From an optimization exercise on the open Yosys and OpenROAD flow, aimed at small area, a short achievable clock period and few clock cycles per item; shortcuts taken in it are not production practice. At most, simulation tests tie the RTL to the original design; equivalence was not proved. Only the layout flow was run in runs 1, 2 and 5; the RTL was not checked for function there. Power figures rest on the tool's default switching activity, not on a simulated workload.

### flow/config.mk
export PLATFORM = sky130hd
export DESIGN_NAME = w4a8_gemm_top
export DESIGN_NICKNAME = w4a8_gemm_top
export VERILOG_FILES = /design/flow/design.v
export SDC_FILE = /design/flow/constraint.sdc
export NUM_CORES = 4
export LEC_CHECK = 0
export CAP_MARGIN = 20
export CORE_MARGIN = 2
export CORE_UTILIZATION = 40
export SETUP_SLACK_MARGIN = 5
export SLEW_MARGIN = 20
### flow/design.v
`default_nettype none
package gemm_pkg;
  typedef logic [32-1:0] beat_t;
  typedef logic [2*4*8-1:0] a_tile_t;
  typedef logic [2*4*4-1:0] b_tile_t;
  typedef logic signed [32-1:0] res_t;
  typedef logic [2*2*32-1:0] res_tile_t;
  typedef struct packed {
    a_tile_t a;
    b_tile_t b;
  } operand_t;
  typedef enum logic [2:0] {IDLE, LOAD, COMPUTE, DRAIN, DONE} ctrl_state_t;
endpackage
`default_nettype wire
`timescale 1ns/1ps
`default_nettype none
module tile_mac_s1 (
  input  wire  [31:0] a_row,
  input  wire  [15:0] b_row,
  output wire  [47:0] part
);
  wire e0 = 1'b0 ^ b_row[0];
  wire e1 = (b_row[1] & ~b_row[0] & ~1'b0) | (~b_row[1] & b_row[0] & 1'b0);
  wire p2 = ((e0 & a_row[0])) ^ b_row[1];
  wire p3 = ((e0 & a_row[1]) | (e1 & a_row[0])) ^ b_row[1];
  wire p4 = ((e0 & a_row[2]) | (e1 & a_row[1])) ^ b_row[1];
  wire p5 = ((e0 & a_row[3]) | (e1 & a_row[2])) ^ b_row[1];
  wire p6 = ((e0 & a_row[4]) | (e1 & a_row[3])) ^ b_row[1];
  wire p7 = ((e0 & a_row[5]) | (e1 & a_row[4])) ^ b_row[1];
  wire p8 = ((e0 & a_row[6]) | (e1 & a_row[5])) ^ b_row[1];
  wire p9 = ((e0 & a_row[7]) | (e1 & a_row[6])) ^ b_row[1];
  wire p10 = ((e0 & a_row[7]) | (e1 & a_row[7])) ^ b_row[1];
  wire p11 = ~p10;
  wire e12 = b_row[1] ^ b_row[2];
  wire e13 = (b_row[3] & ~b_row[2] & ~b_row[1]) | (~b_row[3] & b_row[2] & b_row[1]);
  wire p14 = ((e12 & a_row[0])) ^ b_row[3];
  wire p15 = ((e12 & a_row[1]) | (e13 & a_row[0])) ^ b_row[3];
  wire p16 = ((e12 & a_row[2]) | (e13 & a_row[1])) ^ b_row[3];
  wire p17 = ((e12 & a_row[3]) | (e13 & a_row[2])) ^ b_row[3];
  wire p18 = ((e12 & a_row[4]) | (e13 & a_row[3])) ^ b_row[3];
  wire p19 = ((e12 & a_row[5]) | (e13 & a_row[4])) ^ b_row[3];
  wire p20 = ((e12 & a_row[6]) | (e13 & a_row[5])) ^ b_row[3];
  wire p21 = ((e12 & a_row[7]) | (e13 & a_row[6])) ^ b_row[3];
  wire p22 = ((e12 & a_row[7]) | (e13 & a_row[7])) ^ b_row[3];
  wire p23 = ~p22;
  wire e24 = 1'b0 ^ b_row[4];
  wire e25 = (b_row[5] & ~b_row[4] & ~1'b0) | (~b_row[5] & b_row[4] & 1'b0);
  wire p26 = ((e24 & a_row[8])) ^ b_row[5];
  wire p27 = ((e24 & a_row[9]) | (e25 & a_row[8])) ^ b_row[5];
  wire p28 = ((e24 & a_row[10]) | (e25 & a_row[9])) ^ b_row[5];
  wire p29 = ((e24 & a_row[11]) | (e25 & a_row[10])) ^ b_row[5];
  wire p30 = ((e24 & a_row[12]) | (e25 & a_row[11])) ^ b_row[5];
  wire p31 = ((e24 & a_row[13]) | (e25 & a_row[12])) ^ b_row[5];
  wire p32 = ((e24 & a_row[14]) | (e25 & a_row[13])) ^ b_row[5];
  wire p33 = ((e24 & a_row[15]) | (e25 & a_row[14])) ^ b_row[5];
  wire p34 = ((e24 & a_row[15]) | (e25 & a_row[15])) ^ b_row[5];
  wire p35 = ~p34;
  wire e36 = b_row[5] ^ b_row[6];
  wire e37 = (b_row[7] & ~b_row[6] & ~b_row[5]) | (~b_row[7] & b_row[6] & b_row[5]);
  wire p38 = ((e36 & a_row[8])) ^ b_row[7];
  wire p39 = ((e36 & a_row[9]) | (e37 & a_row[8])) ^ b_row[7];
  wire p40 = ((e36 & a_row[10]) | (e37 & a_row[9])) ^ b_row[7];
  wire p41 = ((e36 & a_row[11]) | (e37 & a_row[10])) ^ b_row[7];
  wire p42 = ((e36 & a_row[12]) | (e37 & a_row[11])) ^ b_row[7];
  wire p43 = ((e36 & a_row[13]) | (e37 & a_row[12])) ^ b_row[7];
  wire p44 = ((e36 & a_row[14]) | (e37 & a_row[13])) ^ b_row[7];
  wire p45 = ((e36 & a_row[15]) | (e37 & a_row[14])) ^ b_row[7];
  wire p46 = ((e36 & a_row[15]) | (e37 & a_row[15])) ^ b_row[7];
  wire p47 = ~p46;
  wire e48 = 1'b0 ^ b_row[8];
  wire e49 = (b_row[9] & ~b_row[8] & ~1'b0) | (~b_row[9] & b_row[8] & 1'b0);
  wire p50 = ((e48 & a_row[16])) ^ b_row[9];
  wire p51 = ((e48 & a_row[17]) | (e49 & a_row[16])) ^ b_row[9];
  wire p52 = ((e48 & a_row[18]) | (e49 & a_row[17])) ^ b_row[9];
  wire p53 = ((e48 & a_row[19]) | (e49 & a_row[18])) ^ b_row[9];
  wire p54 = ((e48 & a_row[20]) | (e49 & a_row[19])) ^ b_row[9];
  wire p55 = ((e48 & a_row[21]) | (e49 & a_row[20])) ^ b_row[9];
  wire p56 = ((e48 & a_row[22]) | (e49 & a_row[21])) ^ b_row[9];
  wire p57 = ((e48 & a_row[23]) | (e49 & a_row[22])) ^ b_row[9];
  wire p58 = ((e48 & a_row[23]) | (e49 & a_row[23])) ^ b_row[9];
  wire p59 = ~p58;
  wire e60 = b_row[9] ^ b_row[10];
  wire e61 = (b_row[11] & ~b_row[10] & ~b_row[9]) | (~b_row[11] & b_row[10] & b_row[9]);
  wire p62 = ((e60 & a_row[16])) ^ b_row[11];
  wire p63 = ((e60 & a_row[17]) | (e61 & a_row[16])) ^ b_row[11];
  wire p64 = ((e60 & a_row[18]) | (e61 & a_row[17])) ^ b_row[11];
  wire p65 = ((e60 & a_row[19]) | (e61 & a_row[18])) ^ b_row[11];
  wire p66 = ((e60 & a_row[20]) | (e61 & a_row[19])) ^ b_row[11];
  wire p67 = ((e60 & a_row[21]) | (e61 & a_row[20])) ^ b_row[11];
  wire p68 = ((e60 & a_row[22]) | (e61 & a_row[21])) ^ b_row[11];
  wire p69 = ((e60 & a_row[23]) | (e61 & a_row[22])) ^ b_row[11];
  wire p70 = ((e60 & a_row[23]) | (e61 & a_row[23])) ^ b_row[11];
  wire p71 = ~p70;
  wire e72 = 1'b0 ^ b_row[12];
  wire e73 = (b_row[13] & ~b_row[12] & ~1'b0) | (~b_row[13] & b_row[12] & 1'b0);
  wire p74 = ((e72 & a_row[24])) ^ b_row[13];
  wire p75 = ((e72 & a_row[25]) | (e73 & a_row[24])) ^ b_row[13];
  wire p76 = ((e72 & a_row[26]) | (e73 & a_row[25])) ^ b_row[13];
  wire p77 = ((e72 & a_row[27]) | (e73 & a_row[26])) ^ b_row[13];
  wire p78 = ((e72 & a_row[28]) | (e73 & a_row[27])) ^ b_row[13];
  wire p79 = ((e72 & a_row[29]) | (e73 & a_row[28])) ^ b_row[13];
  wire p80 = ((e72 & a_row[30]) | (e73 & a_row[29])) ^ b_row[13];
  wire p81 = ((e72 & a_row[31]) | (e73 & a_row[30])) ^ b_row[13];
  wire p82 = ((e72 & a_row[31]) | (e73 & a_row[31])) ^ b_row[13];
  wire p83 = ~p82;
  wire e84 = b_row[13] ^ b_row[14];
  wire e85 = (b_row[15] & ~b_row[14] & ~b_row[13]) | (~b_row[15] & b_row[14] & b_row[13]);
  wire p86 = ((e84 & a_row[24])) ^ b_row[15];
  wire p87 = ((e84 & a_row[25]) | (e85 & a_row[24])) ^ b_row[15];
  wire p88 = ((e84 & a_row[26]) | (e85 & a_row[25])) ^ b_row[15];
  wire p89 = ((e84 & a_row[27]) | (e85 & a_row[26])) ^ b_row[15];
  wire p90 = ((e84 & a_row[28]) | (e85 & a_row[27])) ^ b_row[15];
  wire p91 = ((e84 & a_row[29]) | (e85 & a_row[28])) ^ b_row[15];
  wire p92 = ((e84 & a_row[30]) | (e85 & a_row[29])) ^ b_row[15];
  wire p93 = ((e84 & a_row[31]) | (e85 & a_row[30])) ^ b_row[15];
  wire p94 = ((e84 & a_row[31]) | (e85 & a_row[31])) ^ b_row[15];
  wire p95 = ~p94;
  wire s96 = b_row[13] ^ b_row[1] ^ b_row[5];
  wire c97 = (b_row[13] & b_row[1]) | (b_row[5] & (b_row[13] ^ b_row[1]));
  wire s98 = b_row[9] ^ s96 ^ p2;
  wire c99 = (b_row[9] & s96) | (p2 & (b_row[9] ^ s96));
  wire s100 = c97 ^ p27 ^ p3;
  wire c101 = (c97 & p27) | (p3 & (c97 ^ p27));
  wire s102 = b_row[11] ^ b_row[15] ^ b_row[3];
  wire c103 = (b_row[11] & b_row[15]) | (b_row[3] & (b_row[11] ^ b_row[15]));
  wire s104 = b_row[7] ^ s102 ^ p14;
  wire c105 = (b_row[7] & s102) | (p14 & (b_row[7] ^ s102));
  wire s106 = p28 ^ p38 ^ p4;
  wire c107 = (p28 & p38) | (p4 & (p28 ^ p38));
  wire s108 = p52 ^ p62 ^ p76;
  wire c109 = (p52 & p62) | (p76 & (p52 ^ p62));
  wire s110 = p86 ^ c101;
  wire c111 = p86 & c101;
  wire s112 = c103 ^ p15 ^ p29;
  wire c113 = (c103 & p15) | (p29 & (c103 ^ p15));
  wire s114 = p39 ^ p5 ^ p53;
  wire c115 = (p39 & p5) | (p53 & (p39 ^ p5));
  wire s116 = p63 ^ p77 ^ p87;
  wire c117 = (p63 & p77) | (p87 & (p63 ^ p77));
  wire s118 = c105 ^ c107 ^ c109;
  wire c119 = (c105 & c107) | (c109 & (c105 ^ c107));
  wire s120 = s112 ^ s114;
  wire c121 = s112 & s114;
  wire s122 = p16 ^ p30 ^ p40;
  wire c123 = (p16 & p30) | (p40 & (p16 ^ p30));
  wire s124 = p54 ^ p6 ^ p64;
  wire c125 = (p54 & p6) | (p64 & (p54 ^ p6));
  wire s126 = p78 ^ p88 ^ c113;
  wire c127 = (p78 & p88) | (c113 & (p78 ^ p88));
  wire s128 = c115 ^ c117 ^ s122;
  wire c129 = (c115 & c117) | (s122 & (c115 ^ c117));
  wire s130 = s124 ^ c121;
  wire c131 = s124 & c121;
  wire s132 = p17 ^ p31 ^ p41;
  wire c133 = (p17 & p31) | (p41 & (p17 ^ p31));
  wire s134 = p55 ^ p65 ^ p7;
  wire c135 = (p55 & p65) | (p7 & (p55 ^ p65));
  wire s136 = p79 ^ p89 ^ c123;
  wire c137 = (p79 & p89) | (c123 & (p79 ^ p89));
  wire s138 = c125 ^ s132 ^ s134;
  wire c139 = (c125 & s132) | (s134 & (c125 ^ s132));
  wire s140 = c127 ^ c131;
  wire c141 = c127 & c131;
  wire s142 = p18 ^ p32 ^ p42;
  wire c143 = (p18 & p32) | (p42 & (p18 ^ p32));
  wire s144 = p56 ^ p66 ^ p8;
  wire c145 = (p56 & p66) | (p8 & (p56 ^ p66));
  wire s146 = p80 ^ p90 ^ c133;
  wire c147 = (p80 & p90) | (c133 & (p80 ^ p90));
  wire s148 = c135 ^ s142 ^ s144;
  wire c149 = (c135 & s142) | (s144 & (c135 ^ s142));
  wire s150 = c137 ^ s146;
  wire c151 = c137 & s146;
  wire s152 = p19 ^ p33 ^ p43;
  wire c153 = (p19 & p33) | (p43 & (p19 ^ p33));
  wire s154 = p57 ^ p67 ^ p81;
  wire c155 = (p57 & p67) | (p81 & (p57 ^ p67));
  wire s156 = p9 ^ p91 ^ c143;
  wire c157 = (p9 & p91) | (c143 & (p9 ^ p91));
  wire s158 = c145 ^ s152 ^ s154;
  wire c159 = (c145 & s152) | (s154 & (c145 ^ s152));
  wire s160 = c147 ^ s156;
  wire c161 = c147 & s156;
  wire s162 = p11 ^ p20 ^ p35;
  wire c163 = (p11 & p20) | (p35 & (p11 ^ p20));
  wire s164 = p44 ^ p59 ^ p68;
  wire c165 = (p44 & p59) | (p68 & (p44 ^ p59));
  wire s166 = p83 ^ p92 ^ c153;
  wire c167 = (p83 & p92) | (c153 & (p83 ^ p92));
  wire s168 = c155 ^ s162 ^ s164;
  wire c169 = (c155 & s162) | (s164 & (c155 ^ s162));
  wire s170 = c157 ^ s166;
  wire c171 = c157 & s166;
  wire s172 = p21 ^ p45 ^ p69;
  wire c173 = (p21 & p45) | (p69 & (p21 ^ p45));
  wire s174 = p93 ^ c163 ^ c165;
  wire c175 = (p93 & c163) | (c165 & (p93 ^ c163));
  wire s176 = s172 ^ c167;
  wire c177 = s172 & c167;
  wire s178 = 1'b1 ^ p23 ^ p47;
  wire c179 = (1'b1 & p23) | (p47 & (1'b1 ^ p23));
  wire s180 = p71 ^ p95 ^ c173;
  wire c181 = (p71 & p95) | (c173 & (p71 ^ p95));
  assign part = {1'b1, c181, c179, 1'b1, c177, s180, c175, s178, s176, c171, c169, s174, s170, c161, s168, c159, s160, c151, s158, c149, s150, c141, s148, c139, s140, s138, c129, s136, s130, s128, s126, c119, s118, s120, c111, s116, s110, s108, s106, s104, s100, c99, p75, p51, s98, p74, p50, p26};
endmodule
module tile_mac_s2 (
  input  wire  [47:0] part,
  output wire  [13:0] dot
);
  wire s0 = part[0] ^ part[1] ^ part[2];
  wire c1 = (part[0] & part[1]) | (part[2] & (part[0] ^ part[1]));
  wire s2 = part[4] ^ part[5] ^ part[6];
  wire c3 = (part[4] & part[5]) | (part[6] & (part[4] ^ part[5]));
  wire s4 = part[7] ^ c1;
  wire c5 = part[7] & c1;
  wire s6 = part[10] ^ part[11] ^ part[8];
  wire c7 = (part[10] & part[11]) | (part[8] & (part[10] ^ part[11]));
  wire s8 = part[9] ^ c3 ^ s6;
  wire c9 = (part[9] & c3) | (s6 & (part[9] ^ c3));
  wire s10 = part[12] ^ part[13] ^ part[14];
  wire c11 = (part[12] & part[13]) | (part[14] & (part[12] ^ part[13]));
  wire s12 = part[15] ^ c7 ^ s10;
  wire c13 = (part[15] & c7) | (s10 & (part[15] ^ c7));
  wire s14 = part[16] ^ part[17] ^ part[18];
  wire c15 = (part[16] & part[17]) | (part[18] & (part[16] ^ part[17]));
  wire s16 = part[19] ^ c11 ^ s14;
  wire c17 = (part[19] & c11) | (s14 & (part[19] ^ c11));
  wire s18 = part[20] ^ part[21] ^ part[22];
  wire c19 = (part[20] & part[21]) | (part[22] & (part[20] ^ part[21]));
  wire s20 = part[23] ^ c15 ^ s18;
  wire c21 = (part[23] & c15) | (s18 & (part[23] ^ c15));
  wire s22 = part[24] ^ part[25] ^ part[26];
  wire c23 = (part[24] & part[25]) | (part[26] & (part[24] ^ part[25]));
  wire s24 = part[27] ^ c19 ^ s22;
  wire c25 = (part[27] & c19) | (s22 & (part[27] ^ c19));
  wire s26 = part[28] ^ part[29] ^ part[30];
  wire c27 = (part[28] & part[29]) | (part[30] & (part[28] ^ part[29]));
  wire s28 = part[31] ^ c23 ^ s26;
  wire c29 = (part[31] & c23) | (s26 & (part[31] ^ c23));
  wire s30 = part[32] ^ part[33] ^ part[34];
  wire c31 = (part[32] & part[33]) | (part[34] & (part[32] ^ part[33]));
  wire s32 = part[35] ^ c27 ^ s30;
  wire c33 = (part[35] & c27) | (s30 & (part[35] ^ c27));
  wire s34 = part[36] ^ part[37] ^ part[38];
  wire c35 = (part[36] & part[37]) | (part[38] & (part[36] ^ part[37]));
  wire s36 = part[39] ^ c31 ^ s34;
  wire c37 = (part[39] & c31) | (s34 & (part[39] ^ c31));
  wire s38 = part[40] ^ part[41] ^ part[42];
  wire c39 = (part[40] & part[41]) | (part[42] & (part[40] ^ part[41]));
  wire s40 = part[43] ^ c35 ^ s38;
  wire c41 = (part[43] & c35) | (s38 & (part[43] ^ c35));
  wire s42 = part[44] ^ part[45] ^ part[46];
  wire c43 = (part[44] & part[45]) | (part[46] & (part[44] ^ part[45]));
  wire s44 = c39 ^ s42;
  wire c45 = c39 & s42;
  wire [13:0] row_x = {part[47], c43, s44, c37, c33, c29, c25, c21, c17, c13, c9, c5, s2, part[3]};
  wire [13:0] row_y = {1'b0, c45, c41, s40, s36, s32, s28, s24, s20, s16, s12, s8, s4, s0};
  assign dot = row_x + row_y;
endmodule
`default_nettype wire
`timescale 1ns/1ps
`default_nettype none
module w4a8_gemm_top (
  input  wire         ap_clk,
  input  wire         areset,
  input  wire         ap_start,
  input  wire         write_result,
  input  wire         a_req,
  input  wire  [31:0] a_data,
  input  wire         b_req,
  input  wire  [31:0] b_data,
  input  wire         out_ready,
  output wire         ap_idle,
  output wire         ap_done,
  output wire         ap_ready,
  output wire         a_ack,
  output wire         b_ack,
  output wire         out_valid,
  output wire  [31:0] out_data
);
  logic        run;        
  logic        done_q;
  logic        wr_q;
  logic        ack_a, ack_b;
  logic [1:0]  a_cnt;      
  logic        b_got;      
  logic [2:0]  wcnt;       
  logic        pv;         
  logic        ov;         
  logic [48-1:0] preg;
  logic [13:0] oreg;
  logic [31:0] areg;
  logic [31:0] breg;
  logic [48-1:0] part;
  logic [13:0] dot;
  wire xfer    = ov & out_ready;
  wire adv     = pv & (~ov | out_ready);
  wire take_a  = run & a_req & ~ack_a & (a_cnt == 2'd0 | (a_cnt == 2'd1 & (~wr_q | wcnt[1])));
  wire take_b  = run & b_req & ~ack_b & ~b_got;
  wire row_in  = wcnt[1] ? (a_cnt == 2'd2) : (a_cnt == 2'd1);
  wire issue   = run & wr_q & ~wcnt[2] & b_got & row_in & (~pv | adv);
  wire tiles   = (a_cnt == 2'd2) & ~ack_a & b_got & ~ack_b;
  wire fin     = run & tiles & (~wr_q | (wcnt[2] & ~pv & (~ov | out_ready)));
  tile_mac_s1 mac_s1 (
    .a_row (areg),
    .b_row (wcnt[0] ? breg[31:16] : breg[15:0]),
    .part  (part)
  );
  tile_mac_s2 mac_s2 (
    .part  (preg),
    .dot   (dot)
  );
  always_ff @(posedge ap_clk) begin
    if (areset) begin
      run    <= 1'b0;
      done_q <= 1'b0;
      wr_q   <= 1'b0;
      ack_a  <= 1'b0;
      ack_b  <= 1'b0;
      a_cnt  <= '0;
      b_got  <= 1'b0;
      wcnt   <= '0;
      pv     <= 1'b0;
      ov     <= 1'b0;
    end else begin
      done_q <= fin;
      if (~run) begin
        if (ap_start & ~done_q) begin
          run   <= 1'b1;
          wr_q  <= write_result;
          a_cnt <= '0;
          b_got <= 1'b0;
          wcnt  <= '0;
        end
      end else if (fin) begin
        run <= 1'b0;
      end
      if (take_a) begin
        ack_a <= 1'b1;
        a_cnt <= a_cnt + 2'd1;
      end else if (~a_req) begin
        ack_a <= 1'b0;
      end
      if (take_b) begin
        ack_b <= 1'b1;
        b_got <= 1'b1;
      end else if (~b_req) begin
        ack_b <= 1'b0;
      end
      if (issue) begin
        pv   <= 1'b1;
        wcnt <= wcnt + 3'd1;
      end else if (adv) begin
        pv   <= 1'b0;
      end
      if (adv) begin
        ov   <= 1'b1;
      end else if (xfer) begin
        ov   <= 1'b0;
      end
    end
  end
  always_ff @(posedge ap_clk) begin
    if (take_a) areg <= a_data;
    if (take_b) breg <= b_data;
    if (issue)  preg <= part;
    if (adv)    oreg <= dot;
  end
  assign ap_idle   = ~run;
  assign ap_done   = done_q;
  assign ap_ready  = done_q;
  assign a_ack     = ack_a;
  assign b_ack     = ack_b;
  assign out_valid = ov;
  assign out_data  = {{18{oreg[13]}}, oreg};
endmodule
`default_nettype wire
### flow/run.sh
#!/bin/bash
# synth_recipe.tcl (not shown) runs the flow's synth.tcl, then flattens the netlist and writes it again
# the make line also repeats each setting of config.mk as NAME=value (left out here)
make -C /OpenROAD-flow-scripts/flow DESIGN_CONFIG=/design/flow/config.mk WORK_HOME=/design/flow/orfs CLKGATE_MAP_FILE= SYNTH_SCRIPT=/design/flow/synth_recipe.tcl finish
### flow/constraint.sdc
create_clock -name core_clock -period 8.0 [get_ports {ap_clk}]
set_input_delay 1.6000 -clock core_clock [delete_from_list [all_inputs] [get_ports {ap_clk}]]
set_output_delay 1.6000 -clock core_clock [all_outputs]
set_load 0.01 [all_outputs]
==> results of run 1 <==
[cell type report]
type	count	area, µm²
clock buffer	22	528
multi-input combinational	413	4420
inverter	87	335
tap	275	344
sequential	137	3990
timing repair buffer	153	1500
fill	1794	9760
clock inverter	10	73.8
[flip-flops by register name, summed over array words and instances, names as in the netlist]
name         flops
mac_s2.part     46
areg            32
ack_a            1
ack_b            1
pv               1
wcnt             3
run              1
ov               1
done_q           1
wr_q             1
a_cnt            2
oreg            14
b_got            1
breg            32
[cell families after synthesis]
group / Yosys count / share of synthesized area, %
AOI/OAI and AO/OA: 134 / 10.7
xor gates and xnor gates: 21 / 2.17
adders and majority gates: 85 / 17.4
buffers and inverters: 120 / 6.59
DFF: 137 / 46.9
muxes: 75 / 10.5
and+or+nand+nor: 98 / 5.83
[worst paths after layout]
| path | from | to | slack (ns) | cells after the start |
|---|---|---|---|---|
| min reg2reg | ack_a | ack_a | 0.49 | 2 |
| max | mac_s2.part[8] | oreg[11] | 4.98 | 10 |
| min | ack_a | ack_a | 0.49 | 2 |
| max reg2reg | mac_s2.part[8] | oreg[11] | 4.98 | 10 |
[metal layers]
metal	GRT usage (%)	up-vias	routed length [µm]	part of all wire (%)
met3	3.60	35	806	4.4
li1	-	2660	-	-
met1	22.6	2737	8100	44
met4	7.12	2	486	2.6
met2	28.2	178	9100	49
met5	0	-	13	0.070
[power groups by stage]
stage	logic [mW]	clock network (mW)	registers, mW
floorplan	0.128	0	0.839
global placement	0.213	0	0.844
detailed placement	0.220	0	0.845
CTS	0.229	0.795	0.831
global route	0.271	0.825	0.834
finish	0.244	0.779	0.832
[cell usage after synthesis, drive strengths merged, types with 4 or more instances]
master / n / area [µm²]
a31oi: 4 / 25.0
dfxtp: 13 / 260
nor3: 4 / 20.0
ha: 29 / 363
o21ai: 22 / 110
a21oi: 34 / 170
fa: 55 / 1100
edfxtp: 124 / 3720
a21o: 4 / 30.0
a22oi: 26 / 195
nor2b: 11 / 68.8
mux2: 18 / 203
mux2i: 57 / 687
nand2: 24 / 90.1
a221oi: 14 / 123
a22o: 15 / 131
and2: 7 / 43.8
clkbuf: 8 / 30.0
buf: 25 / 200
inv: 85 / 322
nor2: 40 / 190
xnor2: 18 / 158
[what timing repair did]
item                                    4_1_cts  5_1_grt
setup buffers                                24       17
pin swaps                                    12       12
endpoints found under the setup margin       66       31
gates resized for setup                      62       63
[tightest hold or removal path, cell delays in order (launching register included)]
cell     delay [ns]
dfxtp_2        0.34
nand2_1        0.06
a21oi_1        0.05
[through the flow]
step	total power, mW	cells
after floorplan	0.967	670
after global placement	1.06	1024
after detailed placement	1.07	1024
after CTS	1.86	1080
after global routing	1.93	1097
final	1.86	1097
==> impl_results.md, run 1 <==
- Status: timing/DRC/antenna clean
- Placed Area: between 9000 and 10,000 µm²
- Fraction of layout cells with a size suffix above 1: 23.1%
- # clock sinks: 137
- Count of cell types in the netlist: 55
- Cells along the critical path: inv_2 -> fa_1 -> inv_1 -> fa_1 -> ha_4 -> a211oi_2 -> nor2_2 -> o41a_1 -> a31o_4 -> xor2_1
- Starting DRT DRC Count: 334
- Initial Util: 40.5%
- Most frequent cells in the layout: edfxtp_1 (124), clkdlybuf4s50_1 (88), inv_1 (80), fa_1 (46), mux2i_1 (42)
- Worst Skew: 0.00822 ns
- Num CTS Buffers: 17
- Worst EP arrival: 3.19 ns
- Synth Cell Area: 8490 µm²
- WHS: 0.490 ns
- Crit-path slowest cell: fa_1
- Fmax: 331 MHz
- Worst min-delay path class: reg -> reg
- Worst relative slew slack: 62.8%
- Synth Register Bits: 137
- Diode count: 0
- Die footprint: 22,400 µm²
- CP endpoint kind: flop
- Detail Route Antenna Nets: 0
- Switch Pwr: 0.449 mW
- Final Util: 53.4%
- DP Worst Slack: 4.32 ns
- Cells after Synth: 670
- Setup-failing EPs final: 0
- First-pass GRT wire length: roughly 30,000 µm
- RSZ-0062 raised after global routing: true
- Most common cell after layout, fill and taps aside: edfxtp_1
- Syn_area_per_cell: around 13 µm²
- Register area share after synthesis: 46.9%
- Post-synth EDFFs: 124
- Syn. warnings: 1
- Sw frac: 24.2%
- CP max FO: 4
- VDD IR max: 0.000135 V
- Power share of the sequential group: 44.8%
- Final Hold Viols: 0
- Hold-fix buffers at CTS: 0
- Dominant synthesized flop cell: edfxtp_1
- Delay-heaviest family, CP: adder cells
- Kind of critical path: reg -> reg
- Synth Net Count: 825
- CTS Root Buffer Type: clkbuf_16
- Die W: 150 µm
- Reg clk slew, reported paths: 0.06 ns
- Clock buffer depth: 2
- Via density: 5.12
- Clock Power Share: 42.0%
- Fin crit share: 37.7%
- H-Tree Depth: 4
- Via count: approximately 5,600
- Setup TNS: 0 ns
- Post-layout min period: 3.02 ns
- WL/cell: approximately 17 µm
- Vias in the first global route: between 5,000 and 6,000
- GPL Wtd Cong: 0.834
- Total GRT Usage: 17.3%
- CP max stage delay: approximately 0.52 ns
- DRC viols: 0
- Post-synth ARST share: 0%
- Slew @ Worst Pin: 0.556 ns
- Layout Nets: 964
- Static leakage: 4.29 nW
- Comb power frac: 13.2%
- Power Density: 166 nW/µm²
- Pint: 1.41 mW
- CTS tree: built
- # IOs: around 110
- CP required: 8.17 ns
- DRT Pass-1 Iters: 5
- Bufs and invs on worst path: 2
- Final worst setup slack: 4.98 ns
- Core Area: 21,000 µm²
- HPWL Detailed: 13,800 µm
- Total gr overflow: 0
- Largest net degree at the start of global routing: 53
- Crit-path most repeated cell: fa_1
- Clk latency of the worst-skew pair: 0.42 ns
- Chip height: 150 µm
- Final max-slew violation count: 0
- # rows: 53
- Port buffer count: 108
- Max-capacitance violation count: 0
- Initial antenna violation count: 1
- Layout area overhead: 31.8%
- Startpoint Class: flop
- Final Routed Wirelength: 18,500 µm
- Post-route cell area: 11,200 µm²
==> run 2, diff against run 1 <==
--- a/flow/config.mk
+++ b/flow/config.mk
@@ -9,4 +9,5 @@
 export CORE_MARGIN = 2
 export CORE_UTILIZATION = 40
+export CTS_BUF_LIST = sky130_fd_sc_hd__clkbuf_4
 export SETUP_SLACK_MARGIN = 5
 export SLEW_MARGIN = 20
==> impl_results.md, run 2 <==
- Met1 GRT Util: 22.3% (was 22.6%)
- Synth Net Count: 825 (unchanged)
- Cells after Synth: 670 (unchanged)
- Core Area: 21,000 µm² (unchanged)
- Kind of critical path: reg -> reg (unchanged)
- Reg clk slew, reported paths: 0.12 ns (was 0.06 ns)
- Final worst setup slack: 5.00 ns (was 4.98 ns)
- Via density: 5.05 (was 5.12)
- DRT Pass-1 Iters: 5 (unchanged)
- Power Density: 143 nW/µm² (was 166 nW/µm²)
- Final max-slew violation count: 0 (unchanged)
- DRC viols: 0 (unchanged)
- Synth Register Bits: 137 (unchanged)
- Largest net degree at the start of global routing: 53 (unchanged)
- Syn. warnings: 1 (unchanged)
- Final Routed Wirelength: 18,400 µm (was 18,500 µm)
- CP endpoint kind: flop (unchanged)
- GPL Wtd Cong: 0.834 (unchanged)
- Worst EP arrival: 3.30 ns (was 3.19 ns)
- Die W: 150 µm (unchanged)
- CP max FO: 4 (unchanged)
- Vias in the first global route: 5,577 (was 5,644)
- Status: timing/DRC/antenna clean (unchanged)
- Most Crowded Layer GR: met2 (unchanged)
- H-Tree Depth: 4 (unchanged)
- Top cell type by total area after synthesis: edfxtp_1 (unchanged)
- Layout area overhead: 27.3% (was 31.8%)
- Port buffer count: 108 (unchanged)
- Post-synth ARST share: 0% (unchanged)
- HPWL Detailed: 13,800 µm (unchanged)
- CTS Root Buffer Type: clkbuf_4 (was clkbuf_16)
- RSZ-0062 raised after global routing: true (unchanged)
- Max-capacitance violation count: 0 (unchanged)
- WHS: 0.506 ns (was 0.490 ns)
- Syn_area_per_cell: 12.7 µm² (unchanged)
- Top-count cell post-synth: edfxtp_1 (unchanged)
- Layout Nets: 961 (was 964)
- Total GRT Usage: 16.9% (was 17.3%)
- Count of cell types in the netlist: 55 (unchanged)
- Slew @ Worst Pin: 0.647 ns (was 0.556 ns)
- Setup-failing EPs final: 0 (unchanged)
- Top post-synthesis cells by area: edfxtp_1 (44%), fa_1 (13%), mux2i_1 (5.5%), ha_1 (4.3%), inv_1 (3.7%) (unchanged)
- Fraction of layout cells with a size suffix above 1: 22.5% (was 23.1%)
- Fillers: 1,866 (was 1,794)
- # rows: 53 (unchanged)
- VDD IR max: 0.0000741 V (was 0.000135 V)
- Most common cell after layout, fill and taps aside: edfxtp_1 (unchanged)
- Post-synth EDFFs: 124 (unchanged)
- # clock sinks: 137 (unchanged)
- Register area share after synthesis: 46.9% (unchanged)
- WL/cell: 16.8 µm (was 16.9 µm)
- Final Hold Viols: 0 (unchanged)
- Dominant synthesized flop cell: edfxtp_1 (unchanged)
- Post-layout min period: 3.00 ns (was 3.02 ns)
- Total gr overflow: 0 (unchanged)
- Clock buffer depth: 2 (unchanged)
- Synth top area share: 43.8% (unchanged)
- CP required: 8.30 ns (was 8.17 ns)
- Clk latency of the worst-skew pair: 0.53 ns (was 0.42 ns)
- Chip height: 150 µm (unchanged)
- Startpoint Class: flop (unchanged)
- DP Worst Slack: 4.32 ns (unchanged)
- First-pass GRT wire length: 28,800 µm (was 29,300 µm)
- # IOs: 109 (unchanged)
- Max reg flops: 46 (unchanged)
- Fin crit share: 37.5% (was 37.7%)
- Most frequent cells in the layout: edfxtp_1 (124), inv_1 (80), clkdlybuf4s50_1 (70), fa_1 (46), mux2i_1 (41) (was edfxtp_1 (124), clkdlybuf4s50_1 (88), inv_1 (80), fa_1 (46), mux2i_1 (42))
- Via count: 5,530 (was 5,612)
- Top cells by count, synth: edfxtp_1 (124), inv_1 (83), fa_1 (55) (unchanged)
- Detail Route Antenna Nets: 0 (unchanged)
- Starting DRT DRC Count: 414 (was 334)
- Global-route met3 utilization: 3.96% (was 3.60%)
- Static leakage: 4.17 nW (was 4.29 nW)
- M2 GR Usage: 27.8% (was 28.2%)
- Worst relative slew slack: 56.8% (was 62.8%)
- Hold-fix buffers at CTS: 0 (unchanged)
- Initial antenna violation count: 2 (was 1)
- Initial Util: 40.5% (unchanged)
- Fmax: 333 MHz (was 331 MHz)
- Num CTS Buffers: 17 (unchanged)
- CTS tree: built (unchanged)
- Setup TNS: 0 ns (unchanged)
- Synth Cell Area: 8490 µm² (unchanged)
- FF/Latch Area: 4000 µm² (was 3990 µm²)
- Worst min-delay path class: reg -> reg (unchanged)
- Worst Skew: 0.0139 ns (was 0.00822 ns)
- Die footprint: 22,400 µm² (unchanged)
- Area of the multi-input gates: 4410 µm² (was 4420 µm²)
## run 2: cell counts after synthesis
No cell type changed its count.
## run 2: where the power goes
| group | internal, mW | switching (mW) | leakage [nW] |
|---|---|---|---|
| Sequential | 0.810 | 0.0200 | 1.24 |
| Combinational | 0.120 | 0.122 | 2.77 |
| Clock | 0.218 | 0.261 | 0.165 |
## run 2: worst paths after layout
path	start	endpoint	slack [ns]	depth (start not counted)
max	mac_s2.part[8]	oreg[11]	5.00	10
min	wr_q	wr_q	0.51	2
max reg2reg	mac_s2.part[8]	oreg[11]	5.00	10
min reg2reg	wr_q	wr_q	0.51	2
## run 2: metal layers
| metal | up-vias | wire length, µm |
|---|---|---|
| met5 | - | 9 |
| met4 | 2 | 427 |
| met3 | 29 | 795 |
| met2 | 148 | 9060 |
| met1 | 2694 | 8130 |
| li1 | 2657 | - |
## run 2: area by class of cell
| class | count | area share [%] |
|---|---|---|
| diodes | 1 | 0.0231 |
| inverters | 87 | 3.11 |
| flip-flops and latches | 137 | 37.0 |
| well taps | 275 | 3.18 |
| multi-input cells | 413 | 40.8 |
| clock inverters | 15 | 1.59 |
| clock buffers | 17 | 1.18 |
| repair buffers | 150 | 13.2 |
## run 2: logic make-up after synthesis
| kind of cell | count (synthesis) | share of synthesized area, % |
|---|---|---|
| AOI/OAI and AO/OA | 134 | 10.7 |
| muxes | 75 | 10.5 |
| and+or+nand+nor | 98 | 5.83 |
| buffers and inverters | 120 | 6.59 |
| DFF | 137 | 46.9 |
| xor gates and xnor gates | 21 | 2.17 |
| adders and majority gates | 85 | 17.4 |
## run 2: worst max-delay path: stages, from the launching register on
cell      delay, ns
edfxtp_1       0.36
inv_2          0.04
fa_1           0.52
inv_1          0.05
fa_1           0.48
ha_4           0.20
a211oi_2       0.21
nor2_2         0.07
o41a_1         0.45
a31o_4         0.26
xor2_1         0.13
## run 2: repair_timing
| item | in CTS | in global routing |
|---|---|---|
| endpoints found under the hold margin | 0 | 0 |
| endpoints found under the setup margin | 81 | 46 |
| resized for setup | 86 | 65 |
| pin swaps | 10 | 12 |
| buffers inserted | 22 | 16 |
## run 2: stage by stage
| step | total power [mW] | std cells | instance area [µm²] | utilization [%] |
|---|---|---|---|---|
| after floorplan | 0.967 | 670 | 8560 | - |
| after global placement | 1.06 | 1024 | 9780 | 46.7 |
| after detailed placement | 1.07 | 1024 | 9780 | 46.7 |
| after CTS | 1.55 | 1078 | 10400 | 49.9 |
| after global routing | 1.62 | 1095 | 10800 | 51.6 |
| final | 1.55 | 1095 | 10800 | 51.6 |
==> run 3, diff against run 2 <==
--- a/flow/design.v
+++ b/flow/design.v
@@ -285,5 +285,7 @@
   logic [1:0]  a_cnt;      
   logic        b_got;      
-  logic [2:0]  wcnt;       
+  logic [2:0]  cur;        
+  logic [2:0]  sq;         
+  logic [2:0]  pw;         
   logic        pv;         
   logic        ov;         
@@ -295,14 +297,19 @@
   logic [13:0] dot;
   wire xfer    = ov & out_ready;
-  wire adv     = pv & (~ov | out_ready);
-  wire take_a  = run & a_req & ~ack_a & (a_cnt == 2'd0 | (a_cnt == 2'd1 & (~wr_q | wcnt[1])));
+  function automatic logic ok(input logic [2:0] w);
+    ok = run & wr_q & b_got & ~w[2] & (w[1] ? (a_cnt == 2'd2) : (a_cnt == 2'd1));
+  endfunction
+  wire load    = run & wr_q & pv & (pw == cur) & (~ov | out_ready);
+  wire [2:0] cur_n = cur + {2'b0, load};
+  wire sq_ok   = ok(sq);
+  wire [2:0] sq_n  = (sq_ok & (sq == cur_n)) ? cur_n + 3'd1 : cur_n;
+  wire take_a  = run & a_req & ~ack_a &
+                 (a_cnt == 2'd0 | (a_cnt == 2'd1 & (~wr_q | cur[1] | (cur[0] & load))));
   wire take_b  = run & b_req & ~ack_b & ~b_got;
-  wire row_in  = wcnt[1] ? (a_cnt == 2'd2) : (a_cnt == 2'd1);
-  wire issue   = run & wr_q & ~wcnt[2] & b_got & row_in & (~pv | adv);
   wire tiles   = (a_cnt == 2'd2) & ~ack_a & b_got & ~ack_b;
-  wire fin     = run & tiles & (~wr_q | (wcnt[2] & ~pv & (~ov | out_ready)));
+  wire fin     = run & tiles & (~wr_q | (cur[2] & (~ov | out_ready)));
   tile_mac_s1 mac_s1 (
     .a_row (areg),
-    .b_row (wcnt[0] ? breg[31:16] : breg[15:0]),
+    .b_row (sq[0] ? breg[31:16] : breg[15:0]),
     .part  (part)
   );
@@ -320,5 +327,7 @@
       a_cnt  <= '0;
       b_got  <= 1'b0;
-      wcnt   <= '0;
+      cur    <= '0;
+      sq     <= '0;
+      pw     <= '0;
       pv     <= 1'b0;
       ov     <= 1'b0;
@@ -331,5 +340,6 @@
           a_cnt <= '0;
           b_got <= 1'b0;
-          wcnt  <= '0;
+          cur   <= '0;
+          sq    <= '0;
         end
       end else if (fin) begin
@@ -348,11 +358,11 @@
         ack_b <= 1'b0;
       end
-      if (issue) begin
-        pv   <= 1'b1;
-        wcnt <= wcnt + 3'd1;
-      end else if (adv) begin
-        pv   <= 1'b0;
+      if (run) begin
+        cur  <= cur_n;
+        sq   <= sq_n;
       end
-      if (adv) begin
+      pw   <= sq;
+      pv   <= sq_ok;
+      if (load) begin
         ov   <= 1'b1;
       end else if (xfer) begin
@@ -364,6 +374,6 @@
     if (take_a) areg <= a_data;
     if (take_b) breg <= b_data;
-    if (issue)  preg <= part;
-    if (adv)    oreg <= dot;
+    preg <= part;
+    if (load)   oreg <= dot;
   end
   assign ap_idle   = ~run;
==> flow/flow/run.sh (new file) <==
#!/bin/bash
# standard layout, logged
set -e
cp standard.sh standard.sh.txt 2>/dev/null || true
bash standard.sh > standard.log 2>&1
==> flow/standard.sh (new file) <==
#!/bin/bash
# synth_recipe.tcl (not shown) runs the flow's synth.tcl, then flattens the netlist and writes it again
# the make line also repeats each setting of config.mk as NAME=value (left out here)
make -C /OpenROAD-flow-scripts/flow DESIGN_CONFIG=/design/flow/config.mk WORK_HOME=/design/flow/orfs CLKGATE_MAP_FILE= SYNTH_SCRIPT=/design/flow/synth_recipe.tcl "${@:-finish}"
--- a/flow/config.mk
+++ b/flow/config.mk
@@ -9,5 +9,5 @@
 export CORE_MARGIN = 2
 export CORE_UTILIZATION = 40
-export CTS_BUF_LIST = sky130_fd_sc_hd__clkbuf_4
+export CTS_BUF_LIST = sky130_fd_sc_hd__clkbuf_4 sky130_fd_sc_hd__clkbuf_8
 export SETUP_SLACK_MARGIN = 5
 export SLEW_MARGIN = 20
removed: flow/run.sh
==> impl_results.md, run 3 <==
- Cells along the critical path: buf_6 -> nand2b_4 -> nor2b_4 -> ha_4 -> ha_4 -> or3b_4 -> a211oi_4 -> o21ai_2 -> mux2i_1 -> o21ai_1 (was inv_2 -> fa_1 -> inv_1 -> fa_1 -> ha_4 -> a211oi_2 -> nor2_2 -> o41a_1 -> a31o_4 -> xor2_1)
- R2R Path Start: sq[0] (was mac_s2.part[8])
- Reg2reg path depth: 11 (was 10)
- Post-synth EDFFs: 78 (was 124)
- Placed Cells: 1,067 (was 1,024)
- Static leakage: 4.28 nW (was 4.17 nW)
- # clock sinks: 143 (was 137)
- Register area share after synthesis: 43.3% (was 46.9%)
- Slew @ Worst Pin: 0.640 ns (was 0.647 ns)
- Top post-synthesis cells by area: edfxtp_1 (28%), dfxtp_1 (15%), fa_1 (13%), mux2i_1 (5.9%), ha_1 (4.6%) (was edfxtp_1 (44%), fa_1 (13%), mux2i_1 (5.5%), ha_1 (4.3%), inv_1 (3.7%))
- Clk latency of the worst-skew pair: 0.45 ns (was 0.53 ns)
- Non-Filler Instances: 1,134 (was 1,095)
- Synth top area share: 27.8% (was 43.8%)
- Hold Path Stages: 2 (unchanged)
- Hold Startpoint: sq[2] (was wr_q)
- Total gr overflow: 0 (unchanged)
- Port buffer count: 108 (unchanged)
- Final max-slew violation count: 0 (unchanged)
- Layout Nets: 1,003 (was 961)
- Clock buffer depth: 2 (unchanged)
- Setup-failing EPs final: 0 (unchanged)
- Detail Route Antenna Nets: 0 (unchanged)
- Chip height: 149 µm (was 150 µm)
- DRT Pass-1 Iters: 5 (unchanged)
- Fin crit share: 37.7% (was 37.5%)
- Most frequent cells in the layout: inv_1 (91), clkdlybuf4s50_1 (82), edfxtp_1 (78), dfxtp_1 (60), fa_1 (52) (was edfxtp_1 (124), inv_1 (80), clkdlybuf4s50_1 (70), fa_1 (46), mux2i_1 (41))
- Starting DRT DRC Count: 261 (was 414)
- Total GRT Usage: 17.1% (was 16.9%)
- Fmax: 332 MHz (was 333 MHz)
- WL/cell: 16.4 µm (was 16.8 µm)
- Most common cell after layout, fill and taps aside: inv_1 (was edfxtp_1)
- Die footprint: 22,200 µm² (was 22,400 µm²)
- Final Routed Wirelength: 18,600 µm (was 18,400 µm)
- Num CTS Buffers: 17 (unchanged)
- FF-to-FF End: mac_s2.part[27] (was oreg[11])
- HPWL Detailed: 14,100 µm (was 13,800 µm)
- Via density: 4.91 (was 5.05)
- Count of cell types in the netlist: 51 (was 55)
- Max-capacitance violation count: 0 (unchanged)
- Syn_area_per_cell: 11.8 µm² (was 12.7 µm²)
- FF/Latch Area: 3650 µm² (was 4000 µm²)
- Fraction of layout cells with a size suffix above 1: 19.1% (was 22.5%)
- Fillers: 1,883 (was 1,866)
- Final Hold Viols: 0 (unchanged)
- First-pass GRT wire length: 29,000 µm (was 28,800 µm)
- Core Area: 20,800 µm² (was 21,000 µm²)
- Worst min-delay path class: reg -> reg (unchanged)
- Crit-path most repeated cell: ha_4 (was fa_1)
- Cells after Synth: 716 (was 670)
- Hold-fix buffers at CTS: 0 (unchanged)
- CP max stage delay: 0.39 ns (was 0.52 ns)
- Reg clk slew, reported paths: 0.08 ns (was 0.12 ns)
- Startpoint Class: primary input (was flop)
- Worst relative slew slack: 57.2% (was 56.8%)
- Overall power: 3.10 mW (was 1.55 mW)
- Vias in the first global route: 5,625 (was 5,577)
- Hold worst-path end: sq[2] (was wr_q)
- Diode count: 0 (was 1)
- Worst Skew: 0.0144 ns (was 0.0139 ns)
- CP endpoint kind: flop (unchanged)
- GPL Wtd Cong: 0.835 (was 0.834)
- Via count: 5,563 (was 5,530)
- RSZ-0062 raised after global routing: true (unchanged)
- Crit-path slowest cell: or3b_4 (was fa_1)
- Worst EP arrival: 3.35 ns (was 3.30 ns)
- # rows: 53 (unchanged)
- R2R Setup Slk: 5.01 ns (was 5.00 ns)
- Dominant synthesized flop cell: edfxtp_1 (unchanged)
- WHS: 0.505 ns (was 0.506 ns)
- Top-count cell post-synth: inv_1 (was edfxtp_1)
- Status: timing/DRC/antenna clean (unchanged)
- Initial antenna violation count: 0 (was 2)
- CTS tree: built (unchanged)
- Initial Util: 40.5% (about the same)
- CP max FO: 3 (was 4)
- Area of the multi-input gates: 4550 µm² (was 4410 µm²)
- Top cell type by total area after synthesis: edfxtp_1 (unchanged)
- H-Tree Depth: 4 (unchanged)
- DRC viols: 0 (unchanged)
- Post-layout min period: 3.01 ns (was 3.00 ns)
- Post-synth ARST share: 0% (unchanged)
- Top cells by count, synth: inv_1 (92), edfxtp_1 (78), dfxtp_1 (65) (was edfxtp_1 (124), inv_1 (83), fa_1 (55))
- Largest net degree at the start of global routing: 32 (was 53)
- Kind of critical path: in -> reg (was reg -> reg)
- # IOs: 109 (unchanged)
- Setup TNS: 0 ns (unchanged)
- Max reg flops: 46 (unchanged)
- Synth Net Count: 873 (was 825)
- Die W: 149 µm (was 150 µm)
- Syn. warnings: 1 (unchanged)
- VDD IR max: 0.000244 V (was 0.0000741 V)
- CTS Root Buffer Type: clkbuf_8 (was clkbuf_4)
- Power Density: 289 nW/µm² (was 143 nW/µm²)
- Layout area overhead: 27.3% (about the same)
- Synth Cell Area: 8420 µm² (was 8490 µm²)
- CP required: 8.34 ns (was 8.30 ns)
- Synth Register Bits: 143 (was 137)
==> run 3: layer usage <==
metal,up-vias,part of all wire [%],global-route usage (%)
li1,2753,-,-
met1,2669,45,21.6
met2,123,50,29.5
met3,18,3.3,3.18
met4,0,1.6,5.71
met5,-,0,0
==> run 3: through the flow <==
stage | utilization, % | instance area (µm²) | setup WS (ns)
after global placement | 46.7 | 9720 | 3.78
after floorplan | - | 8500 | 4.25
after global routing | 51.5 | 10700 | 4.90
final | 51.5 | 10700 | 4.99
after detailed placement | 46.7 | 9720 | 3.69
after CTS | 50.1 | 10400 | 4.97
==> run 3: worst max-delay path: cells and delay by family <==
family,cells,cell delay (ns)
compound gates,3,0.47
fa+ha+maj,2,0.38
buf+inv,1,0.09
mux,1,0.16
simple gates,3,0.65
==> run 3: what timing repair did <==
action | CTS | global route
buffers inserted | 18 | 16
pin swaps | 9 | 16
resized for setup | 67 | 35
endpoints found under the hold margin | 0 | 0
cloned | 1 | 0
setup endpoints to repair | 106 | 21
==> run 3: cell families after synthesis <==
| family | after synthesis | synth area share [%] |
|---|---|---|
| xor gates and xnor gates | 27 | 2.81 |
| AOI/OAI and AO/OA | 138 | 11.1 |
| muxes | 78 | 10.9 |
| and+or+nand+nor | 113 | 7.04 |
| DFF | 143 | 43.3 |
| buffers and inverters | 130 | 7.03 |
| adders and majority gates | 87 | 17.8 |
==> run 3: final cells by class <==
cell class	instances	area share, %
clock inverters	15	1.30
clock buffers	17	2.18
flip-flops and latches	143	34.1
inverters	96	3.46
repair buffers	145	13.3
multi-input cells	443	42.4
well taps	275	3.21
==> run 3: power by group <==
part           switching [mW]  internal [mW]
Combinational           0.830          0.770
Clock                   0.289          0.248
Sequential             0.0376          0.922
==> run 3: how the worst max path moves through the flow <==
stage	startpoint	to
2_1_floorplan	out_ready	a_cnt[0]
3_3_place_gp	out_ready	a_cnt[1]
3_5_place_dp	out_ready	a_cnt[1]
4_1_cts	out_ready	sq[1]
5_1_grt	sq[0]	mac_s2.part[27]
6_report	out_ready	sq[1]
Testbench counts of run 3, summed over its fixed seeds: cycles 31,250, jobs 3,200.
==> run 4, diff against run 3 <==
==> flow/run.sh (new file) <==
#!/bin/bash
# synth_recipe.tcl (not shown) runs the flow's synth.tcl, then flattens the netlist and writes it again
# the make line also repeats each setting of config.mk as NAME=value (left out here)
make -C /OpenROAD-flow-scripts/flow DESIGN_CONFIG=/design/flow/config.mk WORK_HOME=/design/flow/orfs CLKGATE_MAP_FILE= SYNTH_SCRIPT=/design/flow/synth_recipe.tcl finish
removed: flow/flow/run.sh
removed: flow/standard.sh
==> impl_results.md, run 4 <==
- Status: timing/DRC/antenna clean (unchanged)
- Die W: 149 µm (unchanged)
- DR WL met3: 619 µm (unchanged)
- CP startpoint: out_ready (unchanged)
- WL met2: 9270 µm (unchanged)
- Power Density: 289 nW/µm² (unchanged)
- Met1 wire length: 8420 µm (unchanged)
- Fillers: 1,883 (unchanged)
- Most common cell after layout, fill and taps aside: inv_1 (unchanged)
- Hold Startpoint: sq[2] (unchanged)
- Pint: 1.94 mW (unchanged)
- R2R Path Start: sq[0] (unchanged)
- Register area share after synthesis: 43.3% (unchanged)
- CP max stage delay: 0.39 ns (about the same)
- Most frequent cells in the layout: inv_1 (91), clkdlybuf4s50_1 (82), edfxtp_1 (78), dfxtp_1 (60), fa_1 (52) (unchanged)
- Final max-slew violation count: 0 (unchanged)
- # clock sinks: 143 (unchanged)
- Core Area: 20,800 µm² (unchanged)
- Worst min-delay path class: reg -> reg (unchanged)
- Comb power frac: 51.7% (about the same)
- Chip height: 149 µm (unchanged)
- Post-synth EDFFs: 78 (unchanged)
- H-Tree Depth: 4 (unchanged)
- Layout Nets: 1,003 (unchanged)
- Crit-path most repeated cell: ha_4 (unchanged)
- Clk latency of the worst-skew pair: 0.45 ns (about the same)
- Post-route cell area: 10,700 µm² (unchanged)
- Final Hold Viols: 0 (unchanged)
- Clock Power Share: 17.3% (about the same)
- Synth Register Bits: 143 (unchanged)
- CP required: 8.34 ns (about the same)
- Initial Util: 40.5% (unchanged)
- Static leakage: 4.28 nW (unchanged)
- Slew @ Worst Pin: 0.640 ns (unchanged)
- Hold-fix buffers at CTS: 0 (unchanged)
- Count of cell types in the netlist: 51 (unchanged)
- Dominant synthesized flop cell: edfxtp_1 (unchanged)
- # rows: 53 (unchanged)
- Kind of critical path: in -> reg (unchanged)
- Top-count cell post-synth: inv_1 (unchanged)
- Worst Skew: 0.0144 ns (unchanged)
- Worst relative slew slack: 57.2% (unchanged)
- Top cell type by total area after synthesis: edfxtp_1 (unchanged)
- Post-synth ARST share: 0% (unchanged)
- CTS Root Buffer Type: clkbuf_8 (unchanged)
- Reg clk slew, reported paths: 0.08 ns (about the same)
- Fin crit share: 37.7% (unchanged)
- Fmax: 332 MHz (unchanged)
- Final Routed Wirelength: 18,600 µm (unchanged)
- DRT Pass-1 Iters: 5 (unchanged)
- Clock buffer depth: 2 (unchanged)
- Total gr overflow: 0 (unchanged)
- FF/Latch Area: 3650 µm² (unchanged)
- HPWL Detailed: 14,100 µm (unchanged)
- CP endpoint kind: flop (unchanged)
- Cells after Synth: 716 (unchanged)
- Setup TNS: 0 ns (unchanged)
- Syn. warnings: 1 (unchanged)
- Syn_area_per_cell: 11.8 µm² (unchanged)
- DRC viols: 0 (unchanged)
- Fraction of layout cells with a size suffix above 1: 19.1% (unchanged)
- CP max FO: 3 (unchanged)
- Num CTS Buffers: 17 (unchanged)
- Area of the multi-input gates: 4550 µm² (unchanged)
- Via density: 4.91 (unchanged)
- Port buffer count: 108 (unchanged)
- Crit-path slowest cell: or3b_4 (unchanged)
- Initial antenna violation count: 0 (unchanged)
- Startpoint Class: primary input (unchanged)
- Top routing layer in use: met4 (unchanged)
- Power share of the sequential group: 31.0% (about the same)
- VDD IR max: 0.000244 V (unchanged)
- Total GRT Usage: 17.1% (unchanged)
- Starting DRT DRC Count: 261 (unchanged)
- Switch Pwr: 1.16 mW (unchanged)
- Cells along the critical path: buf_6 -> nand2b_4 -> nor2b_4 -> ha_4 -> ha_4 -> or3b_4 -> a211oi_4 -> o21ai_2 -> mux2i_1 -> o21ai_1 (unchanged)
- GPL Wtd Cong: 0.835 (unchanged)
- RSZ-0062 raised after global routing: true (unchanged)
- Diode count: 0 (unchanged)
- Setup-failing EPs final: 0 (unchanged)
- Top cells by count, synth: inv_1 (92), edfxtp_1 (78), dfxtp_1 (65) (unchanged)
- Detail Route Antenna Nets: 0 (unchanged)
- Synth top area share: 27.8% (unchanged)
- Max-capacitance violation count: 0 (unchanged)
- # IOs: 109 (unchanged)
- Post-layout min period: 3.01 ns (unchanged)
- Worst EP arrival: 3.35 ns (about the same)
- Delay-heaviest family, CP: simple AND/OR/NAND/NOR gates (unchanged)
- Placed Area: 9720 µm² (unchanged)
- Via count: 5,563 (unchanged)
- Top post-synthesis cells by area: edfxtp_1 (28%), dfxtp_1 (15%), fa_1 (13%), mux2i_1 (5.9%), ha_1 (4.6%) (unchanged)
- Layout area overhead: 27.3% (unchanged)
- Sw frac: 37.3% (unchanged)
- Final Util: 51.5% (unchanged)
- Bufs and invs on worst path: 1 (unchanged)
- Die footprint: 22,200 µm² (unchanged)
- Largest net degree at the start of global routing: 32 (unchanged)
- First-pass GRT wire length: 29,000 µm (unchanged)
- WL/cell: 16.4 µm (unchanged)
- Max reg flops: 46 (unchanged)
- Synth Net Count: 873 (unchanged)
- Synth Cell Area: 8420 µm² (unchanged)
- CTS tree: built (unchanged)
- Vias in the first global route: 5,625 (unchanged)
==> run 4: cell counts after synthesis <==
Identical to the previous run, type by type.
==> run 4: cells by family (layout without fill, tap and decap cells) <==
logic type               Yosys count  in the layout  share of synthesized area [%]
buffers and inverters            130            273                           7.03
flip-flops                       143            143                           43.3
AND/OR/NAND/NOR                  113            113                           7.04
XOR/XNOR                          27             27                           2.81
AO/OA/AOI/OAI                    138            138                           11.1
multiplexers                      78             78                           10.9
adder cells (fa/ha/maj)           87             87                           17.8
==> run 4: what timing repair did <==
action | in CTS | in global routing
resized for setup | 67 | 35
gates cloned | 1 | 0
setup buffers | 18 | 16
pin swaps | 9 | 16
setup endpoints to repair | 106 | 21
==> run 4: path summary, 6_finish.rpt <==
kind / slack (ns) / depth (start not counted) / end
worst max-delay path: 4.99 / 10 / sq[1]
worst min-delay path: 0.50 / 2 / sq[2]
worst max register to register: 5.01 / 11 / mac_s2.part[27]
worst min register to register: 0.50 / 2 / sq[2]
==> run 4: cell type report <==
cell class                      count  area share [%]
Clock buffer                       17            2.18
Timing Repair Buffer              145            13.3
Tap cell                          275            3.21
Sequential cell                   143            34.1
Inverter                           96            3.46
Multi-Input combinational cell    443            42.4
Clock inverter                     15            1.30
==> run 4: metal layers <==
layer  global-route usage, %  up-vias
met1                    21.6     2669
met5                       0        -
li1                        -     2753
met3                    3.18       18
met2                    29.5      123
met4                    5.71        0
==> run 4: per-stage QoR <==
step	instances	setup slack, ns	power [mW]	hold WS [ns]
3_5_place_dp	1067	3.69	2.22	0.488
2_1_floorplan	716	4.25	1.94	0.452
4_1_cts	1118	4.97	2.90	0.503
3_3_place_gp	1067	3.78	2.20	0.492
5_1_grt	1134	4.90	3.32	0.540
6_report	1134	4.99	3.10	0.505
==> run 4: worst min-delay path, delay by kind of cell (launching register included) <==
kind	cells	cell delay, ns
flip-flops	1	0.35
AND/OR/NAND/NOR	1	0.06
AO/OA/AOI/OAI	1	0.05
==> run 4: power groups by stage <==
stage | combinational [mW] | clock [mW] | sequential, mW
finish | 1.60 | 0.537 | 0.959
global route | 1.77 | 0.585 | 0.967
CTS | 1.39 | 0.556 | 0.959
detailed placement | 1.25 | 0 | 0.976
global placement | 1.23 | 0 | 0.974
floorplan | 0.982 | 0 | 0.962
==> run 5, diff against run 4 <==
--- a/flow/design.v
+++ b/flow/design.v
@@ -297,18 +297,18 @@
   logic [13:0] dot;
   wire xfer    = ov & out_ready;
-  function automatic logic ok(input logic [2:0] w);
-    ok = run & wr_q & b_got & ~w[2] & (w[1] ? (a_cnt == 2'd2) : (a_cnt == 2'd1));
+  function automatic logic ok(input logic [2:0] w, input logic a1_in);
+    ok = run & wr_q & b_got & ~w[2] & (w[1] ? (a_cnt == 2'd2 | a1_in) : (a_cnt == 2'd1));
   endfunction
   wire load    = run & wr_q & pv & (pw == cur) & (~ov | out_ready);
   wire [2:0] cur_n = cur + {2'b0, load};
-  wire sq_ok   = ok(sq);
-  wire [2:0] sq_n  = (sq_ok & (sq == cur_n)) ? cur_n + 3'd1 : cur_n;
   wire take_a  = run & a_req & ~ack_a &
                  (a_cnt == 2'd0 | (a_cnt == 2'd1 & (~wr_q | cur[1] | (cur[0] & load))));
+  wire sq_ok   = ok(sq, take_a);
+  wire [2:0] sq_n  = (sq_ok & (sq == cur_n)) ? cur_n + 3'd1 : cur_n;
   wire take_b  = run & b_req & ~ack_b & ~b_got;
   wire tiles   = (a_cnt == 2'd2) & ~ack_a & b_got & ~ack_b;
   wire fin     = run & tiles & (~wr_q | (cur[2] & (~ov | out_ready)));
   tile_mac_s1 mac_s1 (
-    .a_row (areg),
+    .a_row ((sq[1] & (a_cnt == 2'd1)) ? a_data : areg),
     .b_row (sq[0] ? breg[31:16] : breg[15:0]),
     .part  (part)
==> impl_results.md, run 5 <==
- R2R Setup Slk: 4.92 ns (was 5.01 ns)
- Switch Pwr: 1.20 mW (was 1.16 mW)
- Sw frac: 36.5% (was 37.3%)
- Post-synth EDFFs: 78 (unchanged)
- Power share of the sequential group: 29.1% (was 31.0%)
- Slew @ Worst Pin: 0.912 ns (was 0.640 ns)
- Post-synth ARST share: 0% (unchanged)
- Count of cell types in the netlist: 65 (was 51)
- Die W: 154 µm (was 149 µm)
- Status: timing/DRC/antenna clean (unchanged)
- Reg2reg path depth: 14 (was 11)
- Overall power: 3.28 mW (was 3.10 mW)
- Worst Skew: 0.0143 ns (was 0.0144 ns)
- Total GRT Usage: 19.6% (was 17.1%)
- Initial antenna violation count: 0 (unchanged)
- Layout area overhead: 40.7% (was 27.3%)
- Kind of critical path: in -> reg (unchanged)
- Hold-fix buffers at CTS: 0 (unchanged)
- Die footprint: 23,800 µm² (was 22,200 µm²)
- Synth Net Count: 968 (was 873)
- CP startpoint: a_data[1] (was out_ready)
- Register area share after synthesis: 40.4% (was 43.3%)
- Startpoint Class: primary input (unchanged)
- Chip height: 154 µm (was 149 µm)
- Max reg flops: 46 (unchanged)
- CP required: 8.35 ns (was 8.34 ns)
- DRT Pass-1 Iters: 5 (unchanged)
- # rows: 54 (was 53)
- Post-layout min period: 3.14 ns (was 3.01 ns)
- Cells after Synth: 811 (was 716)
- Syn. warnings: 1 (unchanged)
- Initial Util: 41.1% (was 40.5%)
- Layout Nets: 1,158 (was 1,003)
- HPWL Detailed: 15,300 µm (was 14,100 µm)
- GPL Wtd Cong: 0.870 (was 0.835)
- Setup TNS: 0 ns (unchanged)
- Top cell type by total area after synthesis: edfxtp_1 (unchanged)
- Fillers: 1,805 (was 1,883)
- Placed Area: 10,700 µm² (was 9720 µm²)
- Total gr overflow: 0 (unchanged)
- Final Hold Viols: 0 (unchanged)
- Clock Power Share: 18.9% (was 17.3%)
- Synth Cell Area: 9030 µm² (was 8420 µm²)
- Critical Path Sink: mac_s2.part[23] (was sq[1])
- Non-Filler Instances: 1,294 (was 1,134)
- Final Util: 57.9% (was 51.5%)
- Syn_area_per_cell: 11.1 µm² (was 11.8 µm²)
- VDD IR max: 0.000253 V (was 0.000244 V)
- R2R Path Start: a_cnt[1] (was sq[0])
- Most frequent cells in the layout: inv_1 (84), buf_4 (79), edfxtp_1 (78), dfxtp_1 (58), clkdlybuf4s50_1 (51) (was inv_1 (91), clkdlybuf4s50_1 (82), edfxtp_1 (78), dfxtp_1 (60), fa_1 (52))
- Clk latency of the worst-skew pair: 0.45 ns (about the same)
- Via density: 5.34 (was 4.91)
- Vias in the first global route: 6,700 (was 5,625)
- Setup-failing EPs final: 0 (unchanged)
- Worst min-delay path class: reg -> reg (unchanged)
- Synth top area share: 25.9% (was 27.8%)
- Worst EP arrival: 3.49 ns (was 3.35 ns)
- Power Density: 258 nW/µm² (was 289 nW/µm²)
- Dominant synthesized flop cell: edfxtp_1 (unchanged)
- Detail Route Antenna Nets: 0 (unchanged)
- Top-count cell post-synth: inv_1 (unchanged)
- Final max-slew violation count: 0 (unchanged)
- CTS Root Buffer Type: clkbuf_8 (unchanged)
- Fraction of layout cells with a size suffix above 1: 36.2% (was 19.1%)
- DRC viols: 0 (unchanged)
- Worst relative slew slack: 38.0% (was 57.2%)
- Top post-synthesis cells by area: edfxtp_1 (26%), dfxtp_1 (14%), fa_1 (12%), mux2i_1 (6.3%), ha_1 (4.3%) (was edfxtp_1 (28%), dfxtp_1 (15%), fa_1 (13%), mux2i_1 (5.9%), ha_1 (4.6%))
- Starting DRT DRC Count: 570 (was 261)
- Port buffer count: 108 (unchanged)
- Synth Register Bits: 143 (unchanged)
- Fmax: 319 MHz (was 332 MHz)
- Max-capacitance violation count: 0 (unchanged)
- CP max FO: 5 (was 3)
- Top cells by count, synth: inv_1 (98), edfxtp_1 (78), dfxtp_1 (65) (was inv_1 (92), edfxtp_1 (78), dfxtp_1 (65))
- FF-to-FF End: mac_s2.part[23] (was mac_s2.part[27])
- Reg clk slew, reported paths: 0.09 ns (was 0.08 ns)
- Diode count: 0 (unchanged)
- Post-route cell area: 12,700 µm² (was 10,700 µm²)
- First-pass GRT wire length: 35,900 µm (was 29,000 µm)
- Comb power frac: 51.9% (was 51.7%)
- Most common cell after layout, fill and taps aside: inv_1 (unchanged)
- H-Tree Depth: 4 (unchanged)
- Clock buffer depth: 2 (unchanged)
- Largest net degree at the start of global routing: 26 (was 32)
- Num CTS Buffers: 17 (unchanged)
- WL/cell: 17.7 µm (was 16.4 µm)
- CTS tree: built (unchanged)
- Fin crit share: 39.2% (was 37.7%)
- # IOs: 109 (unchanged)
- Placed Cells: 1,162 (was 1,067)
- Core Area: 22,000 µm² (was 20,800 µm²)
- CP endpoint kind: flop (unchanged)
- Via count: 6,913 (was 5,563)
- Final Routed Wirelength: 23,000 µm (was 18,600 µm)
- Pint: 2.08 mW (was 1.94 mW)
- # clock sinks: 143 (unchanged)
- RSZ-0062 raised after global routing: true (unchanged)
- Static leakage: 4.96 nW (was 4.28 nW)
run 5: cell type report:
cell class	count	area [µm²]	share of cell area, %
Clock buffer	20	269	2.12
Clock inverter	12	158	1.24
Inverter	102	390	3.07
Multi-Input combinational cell	526	5890	46.4
Sequential cell	143	3650	28.7
Tap cell	280	350	2.76
Timing Repair Buffer	210	1990	15.7
Timing Repair inverter	1	7.51	0.0591
run 5: per-stage QoR:
stage / hold WS, ns / setup slack, ns
final: 0.486 / 4.86
after global routing: 0.510 / 4.76
after CTS: 0.490 / 4.87
after detailed placement: 0.475 / 3.54
after global placement: 0.481 / 3.57
after floorplan: 0.452 / 4.45
run 5: cells by family after synthesis:
group                      synth area share, %
buffers and inverters                     7.61
adders and majority gates                 17.9
muxes                                     10.4
xor gates and xnor gates                  3.67
AOI/OAI and AO/OA                         13.4
DFF                                       40.4
and+or+nand+nor                           6.68
run 5: power by group through the flow:
stage          clock [mW]  combinational, mW  sequential (mW)
2_1_floorplan           0               1.04            0.963
3_3_place_gp            0               1.30            0.972
3_5_place_dp            0               1.32            0.972
4_1_cts             0.642               1.45            0.957
5_1_grt             0.670               1.91            0.964
6_report            0.622               1.70            0.957
run 5: worst max-delay path, stage by stage:
cell     delay (ns)
buf_8          0.10
mux2i_4        0.19
buf_12         0.15
o22ai_4        0.07
a22oi_2        0.19
o21ai_2        0.10
fa_2           0.53
inv_2          0.04
ha_4           0.15
ha_4           0.16
ha_4           0.20
run 5: how the worst min path moves through the flow:
stage	startpoint	endpoint	slack (ns)	depth (start not counted)
final	ack_a	ack_a	0.49	2
after global routing	ack_a	ack_a	0.51	2
after CTS	ack_a	ack_a	0.49	2
after detailed placement	ack_a	ack_a	0.47	2
after global placement	sq[2]	pw[2]	0.48	1
after floorplan	sq[2]	pw[2]	0.45	1
run 5: timing repair:
| action | 4_1_cts | 5_1_grt |
|---|---|---|
| resized for setup | 237 | 70 |
| setup buffers | 62 | 33 |
| gates cloned | 5 | 0 |
| pin swaps | 71 | 65 |
| setup endpoints to repair | 111 | 30 |
run 5: metal layers:
| layer | vias to the layer above | GRT usage [%] | wire length (µm) |
|---|---|---|---|
| met5 | - | 0 | 0 |
| met4 | 0 | 7.65 | 653 |
| met3 | 43 | 3.92 | 1430 |
| met2 | 251 | 31.1 | 10800 |
| met1 | 3358 | 26.5 | 10100 |
| li1 | 3261 | - | - |

==> separate check: timing with driven ports <==
The results above use ideal ports. As a check the final layouts listed here were re-extracted and re-timed, cells and wires unchanged.
Step 1: set_driving_cell puts a clkbuf_16 on ap_clk and a buf_2 on each other input, an assumption about the parent block.
Step 2, shift: input delay + t, output delay - t, t = (earliest + latest rising clock arrival at the registers) / 2. This alone moves slack from input paths to output paths.
Slacks: no drivers / after step 1 / after step 2; pairs: no drivers / after step 1.
run | t (ns) | slack for setup (ns) | worst hold slack (ns) | latest minus earliest clock arrival (ns)
run 1 | 0.467 | 4.982 / 4.982 / 4.660 | 0.490 / 0.490 / 0.490 | 0.009 / 0.008
run 2 | 0.564 | 4.999 / 4.966 / 4.550 | 0.506 / 0.506 / 0.506 | 0.014 / 0.014
run 3 | 0.488 | 4.986 / 4.993 / 4.505 | 0.505 / 0.505 / 0.505 | 0.015 / 0.014
run 4 | 0.488 | 4.986 / 4.993 / 4.505 | 0.505 / 0.505 / 0.505 | 0.015 / 0.014
run 5 | 0.489 | 4.863 / 4.846 / 4.357 | 0.486 / 0.486 / 0.486 | 0.015 / 0.015
After both steps every run listed still meets setup and hold. For run 5, which loses most, drivers alone change the setup slack by -0.017 ns; drivers and shift together by -0.506 ns.
